What follows belongs to an exercise in optimizing a design on an open flow for small area, a short achievable clock period and few clock cycles per item; a production flow would make more cautious choices.
Function was checked by simulation only, so behaviour that the tests miss may differ from the original.
Power is estimated from default activity; no workload was simulated.

--- design/flow/config.mk ---
export PLATFORM = sky130hd
export DESIGN_NAME = muldiv_unit
export DESIGN_NICKNAME = muldiv_unit
export VERILOG_FILES = /design/flow/design.v
export SDC_FILE = /design/flow/constraint.sdc
export NUM_CORES = 4
export LEC_CHECK = 0
export CAP_MARGIN = 20
export CORE_MARGIN = 2
export CORE_UTILIZATION = 40
export SLEW_MARGIN = 20
--- design/flow/constraint.sdc ---
create_clock -name core_clock -period 5.0 [get_ports {clk}]
set_input_delay 1.0000 -clock core_clock [delete_from_list [all_inputs] [get_ports {clk}]]
set_output_delay 1.0000 -clock core_clock [all_outputs]
set_load 0.01 [all_outputs]
--- design/flow/design.v ---
`default_nettype none
package rv_m_pkg;
    localparam int unsigned xlen = 32;
    typedef enum logic [2:0] {
        op_mul    = 3'd0,   
        op_mulh   = 3'd1,   
        op_mulhsu = 3'd2,   
        op_mulhu  = 3'd3,   
        op_div    = 3'd4,
        op_divu   = 3'd5,
        op_rem    = 3'd6,
        op_remu   = 3'd7
    } muldiv_op_e;
    localparam int unsigned op_div_bit = 2;
endpackage
`default_nettype wire
`default_nettype none
package muldiv_pkg;
    typedef struct packed {
        logic [2:0]                   op;   
        logic [31:0]                  a;
        logic [31:0]                  b;
    } muldiv_req_t;
    typedef struct packed {
        logic [31:0]                  quotient;
        logic [31:0]                  remainder;
    } div_result_t;
    localparam int unsigned div_iterations = 32;
    localparam int unsigned mul_iterations = 32;
    typedef enum logic [1:0] {
        div_idle, div_init, div_divide, div_finish
    } div_state_e;
    typedef enum logic [1:0] {
        mul_idle, mul_run, mul_finish
    } mul_state_e;
    typedef enum logic [1:0] {
        seq_idle, seq_mul, seq_div
    } seq_state_e;
endpackage
`default_nettype wire
`timescale 1ns/1ps
`default_nettype none
module serial_divider (
    input  logic                           clk,
    input  logic                           reset,
    input  logic                           start,
    input  logic                           is_unsigned,
    input  logic [rv_m_pkg::xlen-1:0]      dividend,
    input  logic [rv_m_pkg::xlen-1:0]      divisor,
    output logic                           done,
    output muldiv_pkg::div_result_t        result
);
    muldiv_pkg::div_state_e state;
    logic [$clog2(muldiv_pkg::div_iterations)-1:0] count;
    logic [rv_m_pkg::xlen-1:0]     abs_dividend;
    logic [rv_m_pkg::xlen-1:0]     abs_divisor;
    logic                          quo_neg;
    logic                          rem_neg;
    logic                          div_zero;
    logic [2*rv_m_pkg::xlen-1:0]   rem;
    logic [2*rv_m_pkg::xlen-1:0]   dvs;   
    logic [rv_m_pkg::xlen-1:0]     quo;
    logic                          dividend_neg;
    logic                          divisor_neg;
    logic                          fits;
    assign dividend_neg = !is_unsigned && dividend[rv_m_pkg::xlen-1];
    assign divisor_neg  = !is_unsigned && divisor[rv_m_pkg::xlen-1];
    assign fits         = (dvs <= rem);
    always_ff @(posedge clk) begin
        if (reset) begin
            state <= muldiv_pkg::div_idle;
            count <= '0;
            done  <= 1'b0;
        end else begin
            done <= 1'b0;
            case (state)
                muldiv_pkg::div_idle: begin
                    if (start)
                        state <= muldiv_pkg::div_init;
                end
                muldiv_pkg::div_init: begin
                    count <= '0;
                    state <= muldiv_pkg::div_divide;
                end
                muldiv_pkg::div_divide: begin
                    count <= count + 1'b1;
                    if (32'(count) == muldiv_pkg::div_iterations - 1)
                        state <= muldiv_pkg::div_finish;
                end
                muldiv_pkg::div_finish: begin
                    done  <= 1'b1;
                    state <= muldiv_pkg::div_idle;
                end
                default: state <= muldiv_pkg::div_idle;
            endcase
        end
    end
    always_ff @(posedge clk) begin
        case (state)
            muldiv_pkg::div_idle: begin
                if (start) begin
                    abs_dividend <= dividend_neg ? -dividend : dividend;
                    abs_divisor  <= divisor_neg ? -divisor : divisor;
                    quo_neg      <= dividend_neg ^ divisor_neg;
                    rem_neg      <= dividend_neg;
                    div_zero     <= (divisor == '0);
                end
            end
            muldiv_pkg::div_init: begin
                rem <= {{rv_m_pkg::xlen{1'b0}}, abs_dividend};
                dvs <= {1'b0, abs_divisor, {(rv_m_pkg::xlen-1){1'b0}}};
                quo <= '0;
            end
            muldiv_pkg::div_divide: begin
                if (fits)
                    rem <= rem - dvs;
                quo <= {quo[rv_m_pkg::xlen-2:0], fits};
                dvs <= dvs >> 1;
            end
            muldiv_pkg::div_finish: begin
                if (div_zero)
                    result.quotient <= '1;
                else
                    result.quotient <= quo_neg ? -quo : quo;
                result.remainder <= rem_neg ? -rem[rv_m_pkg::xlen-1:0]
                                            : rem[rv_m_pkg::xlen-1:0];
            end
            default: ;
        endcase
    end
endmodule
`default_nettype wire
`timescale 1ns/1ps
`default_nettype none
module serial_multiplier (
    input  logic                            clk,
    input  logic                            reset,
    input  logic                            start,
    input  logic                            a_signed,
    input  logic                            b_signed,
    input  logic [rv_m_pkg::xlen-1:0]       a,
    input  logic [rv_m_pkg::xlen-1:0]       b,
    output logic                            done,
    output logic [2*rv_m_pkg::xlen-1:0]     product
);
    muldiv_pkg::mul_state_e state;
    logic [$clog2(muldiv_pkg::mul_iterations)-1:0] count;
    logic [2*rv_m_pkg::xlen-1:0]   mcand;    
    logic [rv_m_pkg::xlen-1:0]     mplier;   
    logic [2*rv_m_pkg::xlen-1:0]   acc;
    logic                          neg;
    logic                          a_neg;
    logic                          b_neg;
    assign a_neg = a_signed && a[rv_m_pkg::xlen-1];
    assign b_neg = b_signed && b[rv_m_pkg::xlen-1];
    always_ff @(posedge clk) begin
        if (reset) begin
            state <= muldiv_pkg::mul_idle;
            count <= '0;
            done  <= 1'b0;
        end else begin
            done <= 1'b0;
            case (state)
                muldiv_pkg::mul_idle: begin
                    count <= '0;
                    if (start)
                        state <= muldiv_pkg::mul_run;
                end
                muldiv_pkg::mul_run: begin
                    count <= count + 1'b1;
                    if (32'(count) == muldiv_pkg::mul_iterations - 1)
                        state <= muldiv_pkg::mul_finish;
                end
                muldiv_pkg::mul_finish: begin
                    done  <= 1'b1;
                    state <= muldiv_pkg::mul_idle;
                end
                default: state <= muldiv_pkg::mul_idle;
            endcase
        end
    end
    always_ff @(posedge clk) begin
        case (state)
            muldiv_pkg::mul_idle: begin
                if (start) begin
                    mcand  <= {{rv_m_pkg::xlen{1'b0}}, (a_neg ? -a : a)};
                    mplier <= b_neg ? -b : b;
                    neg    <= a_neg ^ b_neg;
                    acc    <= '0;
                end
            end
            muldiv_pkg::mul_run: begin
                if (mplier[0])
                    acc <= acc + mcand;
                mcand  <= mcand << 1;
                mplier <= mplier >> 1;
            end
            muldiv_pkg::mul_finish: product <= neg ? -acc : acc;   
            default: ;
        endcase
    end
endmodule
`default_nettype wire
`timescale 1ns/1ps
`default_nettype none
module muldiv_sequencer (
    input  logic                           clk,
    input  logic                           reset,
    input  logic                           req,
    input  muldiv_pkg::muldiv_req_t        req_data,
    output logic                           busy,
    output logic                           result_valid,
    output logic [rv_m_pkg::xlen-1:0]      result,
    output logic                           mul_start,
    output logic                           a_signed,
    output logic                           b_signed,
    output logic                           div_start,
    output logic                           div_unsigned,
    output logic [rv_m_pkg::xlen-1:0]      op_a,
    output logic [rv_m_pkg::xlen-1:0]      op_b,
    input  logic                           mul_done,
    input  logic [2*rv_m_pkg::xlen-1:0]    product,
    input  logic                           div_done,
    input  muldiv_pkg::div_result_t        div_result
);
    muldiv_pkg::seq_state_e state;
    muldiv_pkg::muldiv_req_t req_q;   
    assign busy = (state != muldiv_pkg::seq_idle);
    assign op_a         = req_q.a;
    assign op_b         = req_q.b;
    assign a_signed     = (req_q.op == rv_m_pkg::op_mulh) || (req_q.op == rv_m_pkg::op_mulhsu);
    assign b_signed     = (req_q.op == rv_m_pkg::op_mulh);
    assign div_unsigned = (req_q.op == rv_m_pkg::op_divu) || (req_q.op == rv_m_pkg::op_remu);
    always_ff @(posedge clk) begin
        if (req && !busy)
            req_q <= req_data;
    end
    always_ff @(posedge clk) begin
        if (reset) begin
            state        <= muldiv_pkg::seq_idle;
            mul_start    <= 1'b0;
            div_start    <= 1'b0;
            result_valid <= 1'b0;
            result       <= '0;
        end else begin
            mul_start    <= 1'b0;
            div_start    <= 1'b0;
            result_valid <= 1'b0;
            case (state)
                muldiv_pkg::seq_idle: begin
                    if (req) begin
                        if (req_data.op[rv_m_pkg::op_div_bit]) begin
                            div_start <= 1'b1;
                            state     <= muldiv_pkg::seq_div;
                        end else begin
                            mul_start <= 1'b1;
                            state     <= muldiv_pkg::seq_mul;
                        end
                    end
                end
                muldiv_pkg::seq_mul: begin
                    if (mul_done) begin
                        result       <= (req_q.op == rv_m_pkg::op_mul)
                                        ? product[rv_m_pkg::xlen-1:0]
                                        : product[2*rv_m_pkg::xlen-1:rv_m_pkg::xlen];
                        result_valid <= 1'b1;
                        state        <= muldiv_pkg::seq_idle;
                    end
                end
                muldiv_pkg::seq_div: begin
                    if (div_done) begin
                        result       <= req_q.op[1] ? div_result.remainder
                                                    : div_result.quotient;
                        result_valid <= 1'b1;
                        state        <= muldiv_pkg::seq_idle;
                    end
                end
                default: state <= muldiv_pkg::seq_idle;
            endcase
        end
    end
endmodule
`default_nettype wire
`timescale 1ns/1ps
`default_nettype none
module muldiv_unit (
    input  logic                           clk,
    input  logic                           reset,
    input  logic                           req,
    input  muldiv_pkg::muldiv_req_t        req_data,
    output logic                           busy,
    output logic                           result_valid,
    output logic [rv_m_pkg::xlen-1:0]      result
);
    logic                           mul_start;
    logic                           a_signed;
    logic                           b_signed;
    logic                           div_start;
    logic                           div_unsigned;
    logic [rv_m_pkg::xlen-1:0]      op_a;
    logic [rv_m_pkg::xlen-1:0]      op_b;
    logic                           mul_done;
    logic [2*rv_m_pkg::xlen-1:0]    product;
    logic                           div_done;
    muldiv_pkg::div_result_t        div_result;
    muldiv_sequencer u_sequencer (
        .clk          (clk),
        .reset        (reset),
        .req          (req),
        .req_data     (req_data),
        .busy         (busy),
        .result_valid (result_valid),
        .result       (result),
        .mul_start    (mul_start),
        .a_signed     (a_signed),
        .b_signed     (b_signed),
        .div_start    (div_start),
        .div_unsigned (div_unsigned),
        .op_a         (op_a),
        .op_b         (op_b),
        .mul_done     (mul_done),
        .product      (product),
        .div_done     (div_done),
        .div_result   (div_result)
    );
    serial_multiplier u_multiplier (
        .clk      (clk),
        .reset    (reset),
        .start    (mul_start),
        .a_signed (a_signed),
        .b_signed (b_signed),
        .a        (op_a),
        .b        (op_b),
        .done     (mul_done),
        .product  (product)
    );
    serial_divider u_divider (
        .clk         (clk),
        .reset       (reset),
        .start       (div_start),
        .is_unsigned (div_unsigned),
        .dividend    (op_a),
        .divisor     (op_b),
        .done        (div_done),
        .result      (div_result)
    );
endmodule
`default_nettype wire
--- design/flow/run.sh ---
#!/bin/bash
# synth_recipe.tcl (not shown) runs the flow's synth.tcl, then flattens the netlist and writes it again
# the make line also repeats each setting of config.mk as NAME=value (left out here)
make -C /OpenROAD-flow-scripts/flow DESIGN_CONFIG=/design/flow/config.mk WORK_HOME=/design/flow/orfs CLKGATE_MAP_FILE= SYNTH_SCRIPT=/design/flow/synth_recipe.tcl finish
==> run summary <==
[per-layer routing]
metal  share of wire [%]  vias to the layer above  GRT usage, %
li1                    -                    12700             -
met1                  46                    12700          29.3
met2                  45                      777          32.0
met3                 5.4                      170          2.90
met4                 4.3                        4          8.63
met5               0.034                        -             0
[state kept, by name, indices dropped and copies added, names as in the netlist, 5 cells and up]
| signal | cells |
|---|---|
| u_sequencer.result | 32 |
| u_divider.count | 5 |
| u_multiplier.count | 5 |
| u_multiplier.mplier | 32 |
| u_divider.abs_dividend | 32 |
| u_sequencer.req_q | 67 |
| u_multiplier.mcand | 64 |
| u_multiplier.acc | 64 |
| u_divider.result | 64 |
| u_multiplier.product | 64 |
| u_divider.rem | 64 |
| u_divider.abs_divisor | 32 |
| u_divider.dvs | 63 |
| u_divider.quo | 32 |
[layout make-up]
type / count / area share, %
flip-flops and latches: 635 / 45.4
multi-input cells: 2517 / 40.4
clock buffers: 97 / 5.10
well taps: 1176 / 3.60
repair buffers: 133 / 3.18
clock inverters: 39 / 1.13
inverters: 122 / 1.12
[critical path, cell delays in order, from the launching register on]
cell and delay, ps:
edfxtp_1 460, ha_1 440, nand2_1 110, nor4_1 730, o311a_1 400, o21a_1 180
o21ai_0 140, and2_1 230, a2111oi_0 370, o21ai_0 240, nand3_4 430, buf_4 570
[power breakdown]
part	switching (mW)	internal (mW)	leakage (nW)
sequential	0.517	6.78	5.85
combinational	3.52	2.07	7.35
clock	2.33	3.29	1.23
[Yosys cell counts (53+ instances only)]
master / n
and2_1: 72
dfxtp_1: 53
edfxtp_1: 582
ha_1: 142
a21oi_1: 230
a21o_1: 67
a211oi_1: 80
nand2_1: 328
inv_1: 122
nand4_1: 57
clkbuf_1: 163
nor2_1: 317
o21ai_0: 202
xor2_1: 117
xnor2_1: 212
nor3_1: 80
mux2_2: 60
[final timing paths]
| path | slack (ps) | endpoint | depth (start not counted) |
|---|---|---|---|
| setup / recovery | 310 | u_divider.rem[57] | 11 |
| hold reg to reg | 460 | u_divider.result[0] | 0 |
| hold / removal | 460 | u_divider.result[0] | 0 |
| setup reg to reg | 310 | u_divider.rem[57] | 11 |
[cell families after synthesis]
kind of cell               after synthesis  share of synthesized area, %
DFF                                    635                          51.4
muxes                                  105                          3.12
AOI/OAI and AO/OA                      806                          14.1
adders and majority gates              144                          5.04
buffers and inverters                  293                          3.05
xor gates and xnor gates               329                          7.99
and+or+nand+nor                       1133                          15.3
==> flow_metrics.env <==
export IMPL_peakVddDrop_mv=0.283
export IMPL_post_route_util_pct=45.5
export IMPL_place_worst_setup_slack_ps=411
export IMPL_syn_inst=3445
export IMPL_coreArea_um2=89700
export IMPL_start_util_pct=40.2
export IMPL_hold_viol=0
export IMPL_critPathCaptureType="flop"
export IMPL_place_area_um2=38200
export IMPL_synth_seq_cells=635
export IMPL_p_leak_nw=14.4
export IMPL_dp_cells=4579
export IMPL_relSlewSlack_pct=26.1
export IMPL_synthTopCellsByArea="edfxtp_1 (48%), xnor2_1 (5.1%), ha_1 (4.9%)"
export IMPL_ys_seq_area_share_pct=51.4
export IMPL_globalplace_congestion=0.936
export IMPL_syn_to_final_growth_pct=13.2
export IMPL_critPathMaxFanout=39
export IMPL_worstSkewPairLatency_ps=640
export IMPL_cts_buffers=76
export IMPL_antenna_cells=0
export IMPL_holdBufCountCts=0
export IMPL_synth_top_area_share_pct=48.5
export IMPL_wl_per_cell_um=20.7
export IMPL_fill_cells=8490
export IMPL_drc=0
export IMPL_grt_overflow=0
export IMPL_layout_common_cells="edfxtp_1 (582), nand2_1 (326), nor2_1 (317)"
export IMPL_final_cell_count_no_fill=4719
export IMPL_grt_pass1_wl_mm=150
export IMPL_fp_dieArea_um2=92600
export IMPL_layout_commonest_cell="edfxtp_1"
export IMPL_antenna_found_initial=6
export IMPL_die_h_um=304
export IMPL_post_cts_buffers=0
export IMPL_finalMaxSlewViolations=0
export IMPL_reg2reg_from="u_divider.rem[13]"
export IMPL_crit_type="flop to flop"
export IMPL_wirelength_mm=97.9
export IMPL_regArea_um2=18500
export IMPL_power_mw=18.5
export IMPL_drive_gt1_share_pct=7.39
export IMPL_first_pass_iters=6
export IMPL_row_count=110
export IMPL_synth_largest_area_cell="edfxtp_1"
export IMPL_vias=26300
export IMPL_cts_root_buf="clkbuf_16"
export IMPL_cts_resized=0
export IMPL_setup_slack_ps=306
export IMPL_num_nets_final=3699
export IMPL_htree_levels=3
export IMPL_power_per_cell_area_nw_per_um2=453
export IMPL_port_buffers=103
export IMPL_drt_iter0_drc=2363
export IMPL_min_from="u_divider.rem[0]"
export IMPL_hold_class="flop to flop"
export IMPL_fin_crit_ps=4690
export IMPL_fmax_ghz=0.213
export IMPL_dpl_hpwl_mm=72.5
export IMPL_yosys_warnings=3
export IMPL_required_ps=5260
export IMPL_clkTransAtPathRegs_ps=60
export IMPL_synth_distinct_cells=77
export IMPL_grt_pass1_vias=25200
export IMPL_drv_cap=0
export IMPL_rsz0062_at_grt="false"
export IMPL_whs_ps=462
export IMPL_fp_dieW_um=304
export IMPL_final_area_um2=40800
export IMPL_ys_flop_type="edfxtp_1"
export IMPL_clk_path_buf_depth=3
export IMPL_arrival_ps=4950
export IMPL_crit_start="u_divider.rem[13]"
export IMPL_finalSetupTns_ps=0
export IMPL_tightest_slew_ps=1110
export IMPL_syn_cell_area_um2=36100
export IMPL_cts_sinks=635
export IMPL_syn_num_nets=3659
export IMPL_cts_tree="built"
export IMPL_finalSetupViolations=0
export IMPL_avgViaCountPerCell=5.58
export IMPL_period_share_pct=93.9
export IMPL_finClkSkew_ps=45.6
export IMPL_ios=104
export IMPL_multiInputGateArea_um2=16500
export IMPL_async_flop_share_pct=0
export IMPL_grt_max_degree=175
export IMPL_cp_start_kind="flop"
export IMPL_drt_antenna_violating_nets=0
export IMPL_status="complete, no violations"
export IMPL_synth_edff_count=582
export IMPL_grt_usage_pct=20.7
export IMPL_synth_area_per_cell_um2=10.5
Testbench counts, summed over its fixed seeds: cycles 87,622, ops 2,400.

-- static timing again, ports no longer ideal --
The results above use ideal ports. As a check the final layout listed here was re-extracted and re-timed, cells and wires unchanged. Step 1 assumes that a clkbuf_16 drives the clock port and a buf_2 every other input. Step 2 adds t to the input delays and takes it off the output delays; t is the mean of the earliest and latest rising clock arrival at the registers after step 1. Input paths then give back, and output paths get back, about the clock's delay inside the block. Three values: ideal, step 1, step 2; two values: the first two.
t, ns: 0.685
slack for setup (ns): 0.306 / 0.306 / 0.306
worst data-port slew with drivers (ns): 0.13
pins driven straight from the clock port: 1
After both steps this run still meets setup and hold. The setup slack of this run moves by 0.000 ns with the drivers and by 0.000 ns with both steps.
